What follows belongs to an exercise in optimizing a design on an open flow for small area, a short achievable clock period and few clock cycles per item; a production flow would make more cautious choices.
RTL that was checked went through simulation tests only; none was proved equivalent to the original.

==> inputs of job 8322 <==
## pi_ctrl
module pi_ctrl (
  input  logic         clk,
  input  logic         rst_n,
  input  logic         start,
  input  logic [127:0] set,
  input  logic [127:0] feedback,
  input  logic         infrain,
  input  logic         gain_we,
  input  logic [31:0]  ka_in,
  input  logic [31:0]  kb_in,
  input  logic         clr,
  output logic         busy,
  output logic         done,
  output logic [127:0] result,
  output logic [3:0]   sat
);
==> module pi_inc_mux, before the edit <==
module pi_inc_mux #(
  parameter int                  CH       = 4,
  parameter int                  W        = 32,
  parameter int                  SCALE_SH = 7,
  parameter logic signed [W-1:0] DEADBAND = 32,
  parameter logic [7:0]          IR_MASK  = 8'h01,
  parameter logic signed [W-1:0] IR_SET   = -40,
  parameter bit                  ACCUM    = 1'b0,
  parameter logic signed [W-1:0] OUT_MAX  = {1'b0, {(W-1){1'b1}}},
  parameter logic signed [W-1:0] OUT_MIN  = {1'b1, {(W-1){1'b0}}},
  parameter logic signed [W-1:0] KA_RST   = 360,
  parameter logic signed [W-1:0] KB_RST   = 210
) (
  input  logic            clk,
  input  logic            rst_n,
  input  logic            start,
  input  logic [CH*W-1:0] set,
  input  logic [CH*W-1:0] feedback,
  input  logic            infrain,
  input  logic            gain_we,
  input  logic [W-1:0]    ka_in,
  input  logic [W-1:0]    kb_in,
  input  logic            clr,
  output logic            busy,
  output logic            done,
  output logic [CH*W-1:0] result,
  output logic [CH-1:0]   sat
);
  function automatic logic [47:0] booth(input logic [31:0] v, input logic flip);
    logic [15:0] o, t, n;
    logic [32:0] x;
    x = {v, 1'b0};
    for (int k = 0; k < 16; k++) begin
      o[k] = x[2*k+1] ^ x[2*k];
      t[k] = (x[2*k+2] & ~x[2*k+1] & ~x[2*k]) | (~x[2*k+2] & x[2*k+1] & x[2*k]);
      n[k] = x[2*k+2] ^ flip;
    end
    booth = {o, t, n};
  endfunction
  logic            done_q, acc;
  logic [W-1:0]    ka_sh_q, kb_sh_q, kb_sh_d;
  logic [47:0]     enc_q;
  logic [W-1:0]    prev_q[CH];
  logic [W-1:0]    res_q [CH];
  logic [W-1:0]    ni_q  [CH];
  logic [CH-1:0]   sat_q;
  logic [W-1:0]    err   [CH];
  logic [W-1:0]    pa    [CH];
  logic [W-1:0]    res_n [CH];
  logic [CH-1:0]   clip;
  assign acc     = start && !clr && !done_q;
  assign kb_sh_d = gain_we ? kb_in : kb_sh_q;
  for (genvar c = 0; c < CH; c++) begin : g_ch
    logic [W-1:0] s, e, sum, ni;
    logic         d, pos, negv;
    always_comb begin
      s = set[c*W +: W];
      if (infrain && IR_MASK[c] && (s != '0)) s = IR_SET;
      e = (s << SCALE_SH) - feedback[c*W +: W];
      if (($signed(e) > -DEADBAND) && ($signed(e) < DEADBAND)) e = '0;
      err[c] = e;
    end
    assign ni = ni_q[c];
    pi_mac u_mac (
      .bo(enc_q[47:32]), .bt(enc_q[31:16]), .bn(enc_q[15:0]),
      .m(prev_q[c]), .ni(ni), .r(res_q[c]), .pa(pa[c]), .s(sum));
    assign d    = pa[c][W-1];
    assign pos  = !res_q[c][W-1] && !d &&  sum[W-1];
    assign negv =  res_q[c][W-1] &&  d && !sum[W-1];
    assign clip[c]  = pos || negv;
    assign res_n[c] = pos ? OUT_MAX : negv ? OUT_MIN : sum;
    assign result[c*W +: W] = done_q ? res_n[c] : res_q[c];
  end
  always_ff @(posedge clk or negedge rst_n) begin
    if (!rst_n) begin
      done_q  <= 1'b0;
      ka_sh_q <= KA_RST;
      kb_sh_q <= KB_RST;
      sat_q   <= '0;
      for (int i = 0; i < CH; i++) begin
        prev_q[i] <= '0;
        res_q[i]  <= '0;
      end
    end else begin
      done_q  <= acc;
      kb_sh_q <= kb_sh_d;
      if (gain_we) ka_sh_q <= ka_in;
      if (clr) begin
        sat_q <= '0;
        for (int i = 0; i < CH; i++) begin
          prev_q[i] <= '0;
          res_q[i]  <= '0;
        end
      end else begin
        if (done_q) begin
          sat_q <= clip;
          for (int i = 0; i < CH; i++) res_q[i] <= res_n[i];
        end
        if (acc) begin
          for (int i = 0; i < CH; i++) prev_q[i] <= err[i];
        end
      end
    end
  end
  always_ff @(posedge clk) begin
    enc_q <= acc ? booth(ka_sh_q, 1'b0) : booth(kb_sh_d, 1'b1);
    for (int i = 0; i < CH; i++) ni_q[i] <= acc ? pa[i] : '0;
  end
  assign busy = 1'b0;
  assign done = done_q;
  assign sat  = done_q ? clip : sat_q;
endmodule
Settings: LEC_CHECK=0, CAP_MARGIN=20, CORE_MARGIN=2, CORE_UTILIZATION=40, SETUP_SLACK_MARGIN=0.6, SLEW_MARGIN=20, SYNTH_HIERARCHICAL=1, SYNTH_MINIMUM_KEEP_SIZE=0; clock period 11.0 ns.
standard.sh (not shown) runs the stock make flow with config.mk's settings and CLKGATE_MAP_FILE= SYNTH_SCRIPT=/design/flow/synth_recipe.tcl, a recipe that flattens the netlist after the stock synthesis.
==> flow/flow/run.sh <==
#!/bin/bash
# The standard layout (standard synthesis unchanged), except that the port
# buffers that placement inserts on every input and output are buf_4 cells
# instead of the default smallest buffer (a slow delay buffer on sky130hd).
set -euo pipefail
export BUFFER_PORTS_ARGS="-buffer_cell sky130_fd_sc_hd__buf_4"
bash standard.sh > standard.log 2>&1
==> job 8099: changes against job 8322 <==
--- a/flow/design.v
+++ b/flow/design.v
@@ -86,18 +86,8 @@
       kb_sh_q <= kb_sh_d;
       if (gain_we) ka_sh_q <= ka_in;
-      if (clr) begin
-        sat_q <= '0;
-        for (int i = 0; i < CH; i++) begin
-          prev_q[i] <= '0;
-          res_q[i]  <= '0;
-        end
-      end else begin
-        if (done_q) begin
-          sat_q <= clip;
-          for (int i = 0; i < CH; i++) res_q[i] <= res_n[i];
-        end
-        if (acc) begin
-          for (int i = 0; i < CH; i++) prev_q[i] <= err[i];
-        end
+      sat_q <= clr ? '0 : sat;
+      for (int i = 0; i < CH; i++) begin
+        res_q[i]  <= clr ? '0 : result[i*W +: W];
+        prev_q[i] <= clr ? '0 : acc ? err[i] : prev_q[i];
       end
     end
==> flow/flow/run.sh (replaced) <==
#!/bin/bash
# The standard layout (standard synthesis unchanged), except that the port
# buffers that placement inserts on every input and output are buf_2 cells
# instead of the default smallest buffer (a slow delay buffer on sky130hd).
set -euo pipefail
export BUFFER_PORTS_ARGS="-buffer_cell sky130_fd_sc_hd__buf_2"
bash standard.sh > standard.log 2>&1
--- a/flow/config.mk
+++ b/flow/config.mk
@@ -9,5 +9,5 @@
 export CORE_MARGIN = 2
 export CORE_UTILIZATION = 40
-export SETUP_SLACK_MARGIN = 0.6
+export SETUP_SLACK_MARGIN = 0.85
 export SLEW_MARGIN = 20
 export SYNTH_HIERARCHICAL = 1
==> job 393: changes against job 8322 <==
--- a/flow/design.v
+++ b/flow/design.v
@@ -27,4 +27,5 @@
   output logic [CH-1:0]   sat
 );
+  localparam logic [47:0] ENC_RST = 48'h001e0001fff6;
   function automatic logic [47:0] booth(input logic [31:0] v, input logic flip);
     logic [15:0] o, t, n;
@@ -61,5 +62,5 @@
       err[c] = e;
     end
-    assign ni = ni_q[c];
+    assign ni = ni_q[c] & {W{done_q}};
     pi_mac u_mac (
       .bo(enc_q[47:32]), .bt(enc_q[31:16]), .bn(enc_q[15:0]),
@@ -77,4 +78,5 @@
       ka_sh_q <= KA_RST;
       kb_sh_q <= KB_RST;
+      enc_q   <= ENC_RST;
       sat_q   <= '0;
       for (int i = 0; i < CH; i++) begin
@@ -86,4 +88,5 @@
       kb_sh_q <= kb_sh_d;
       if (gain_we) ka_sh_q <= ka_in;
+      enc_q   <= acc ? booth(ka_sh_q, 1'b0) : booth(kb_sh_d, 1'b1);
       if (clr) begin
         sat_q <= '0;
@@ -104,6 +107,5 @@
   end
   always_ff @(posedge clk) begin
-    enc_q <= acc ? booth(ka_sh_q, 1'b0) : booth(kb_sh_d, 1'b1);
-    for (int i = 0; i < CH; i++) ni_q[i] <= acc ? pa[i] : '0;
+    for (int i = 0; i < CH; i++) ni_q[i] <= pa[i];
   end
   assign busy = 1'b0;
==> flow/run.sh (new file) <==
#!/bin/bash
# synth_recipe.tcl (not shown) runs the flow's synth.tcl, then flattens the netlist and writes it again
# the make line also repeats each setting of config.mk as NAME=value (left out here)
make -C /OpenROAD-flow-scripts/flow DESIGN_CONFIG=/design/flow/config.mk WORK_HOME=/design/flow/orfs CLKGATE_MAP_FILE= SYNTH_SCRIPT=/design/flow/synth_recipe.tcl finish
--- a/flow/config.mk
+++ b/flow/config.mk
@@ -9,5 +9,5 @@
 export CORE_MARGIN = 2
 export CORE_UTILIZATION = 40
-export SETUP_SLACK_MARGIN = 0.6
+export SETUP_SLACK_MARGIN = 2.0
 export SLEW_MARGIN = 20
 export SYNTH_HIERARCHICAL = 1
removed: flow/flow/run.sh
removed: flow/standard.sh
==> comparison table <==
Horiz. Die Dim: job 8099 450.2 um; job 393 449.6 um; job 8322 451.3 um
Share of the core filled with cells in the final layout: job 8099 45.21%; job 393 48.78%; job 8322 45.14%
Biggest fanout along the worst timing path: job 8099 32; job 393 19; job 8322 29
Adder-Cell Fraction of Synth Area: job 8099 34.10%; job 393 34.20%; job 8322 33.93%
Status: job 8099 timing/DRC/antenna clean; job 393 timing/DRC/antenna clean; job 8322 timing/DRC/antenna clean
Worst-path clk slew: job 8099 50 ps; job 393 60 ps; job 8322 60 ps
Top achievable clock speed: job 8099 99.57 MHz; job 393 99.51 MHz; job 8322 97.72 MHz
Worst min-delay path startpoint: job 8099 u_pi.prev_q[1][31]; job 393 u_pi.prev_q[1][31]; job 8322 u_pi.prev_q[2][31]
RR Startpoint: job 8099 u_pi.prev_q[1][20]; job 393 u_pi.enc_q[1]; job 8322 u_pi.prev_q[0][12]
Row Count: job 8099 163; job 393 163; job 8322 164
Cts repair resizes: job 8099 56; job 393 754; job 8322 12
Buffers outside the clock class: job 8099 837; job 393 1087; job 8322 775
Unrepaired setup endpoints after global routing: job 8099 yes; job 393 yes; job 8322 no
Worst-case register-to-register setup slack: job 8099 3770 ps; job 393 3670 ps; job 8322 3590 ps
Area fraction of the dominant cell type after synthesis: job 8099 26.74%; job 393 26.82%; job 8322 26.61%
Footprint of the multi-input gates: job 8099 0.06437 mm2; job 393 0.06595 mm2; job 8322 0.06438 mm2
Antenna Cells: job 8099 8; job 393 15; job 8322 17
Total stage count of the critical path: job 8099 21; job 393 25; job 8322 22
Pre-CTS setup slack: job 8099 996.4 ps; job 393 627.1 ps; job 8322 1012 ps
Testbench counts of job 8099, summed over its fixed seeds: cycles 3,192, items 1,600.
Testbench counts of job 393, summed over its fixed seeds: cycles 3,192, items 1,600.
Function not checked in job 8322: the RTL went through the layout flow alone.

-- afterwards: timing with drivers on the ports --
The flow's constraints put no driver on any port. The routed layouts listed below were extracted and timed again, unchanged, in two steps. Step 1: set_driving_cell puts a clkbuf_16 on clk and a buf_2 on each other input, an assumption about the parent block. Step 2 moves the port delays by t, midway between the first and last clock arrival at a register: inputs arrive t later, outputs are due t later. That takes back most of the time a late clock gives input paths. Three values: ideal, step 1, step 2; two values: the first two.
run	t, ns	setup WS [ns]	worst hold slack (ns)	worst setup path after step 2	clock arrival spread, ns
job 8322	0.809	0.767 / 0.680 / 1.490	0.492 / 0.492 / 0.492	register to output	0.055 / 0.055
job 8099	0.822	0.957 / 0.881 / 1.703	0.482 / 0.482 / 0.482	register to output	0.050 / 0.050
job 393	0.811	0.950 / 0.859 / 1.670	0.491 / 0.491 / 0.491	register to output	0.043 / 0.044
After both steps setup and hold are still met in every run listed.
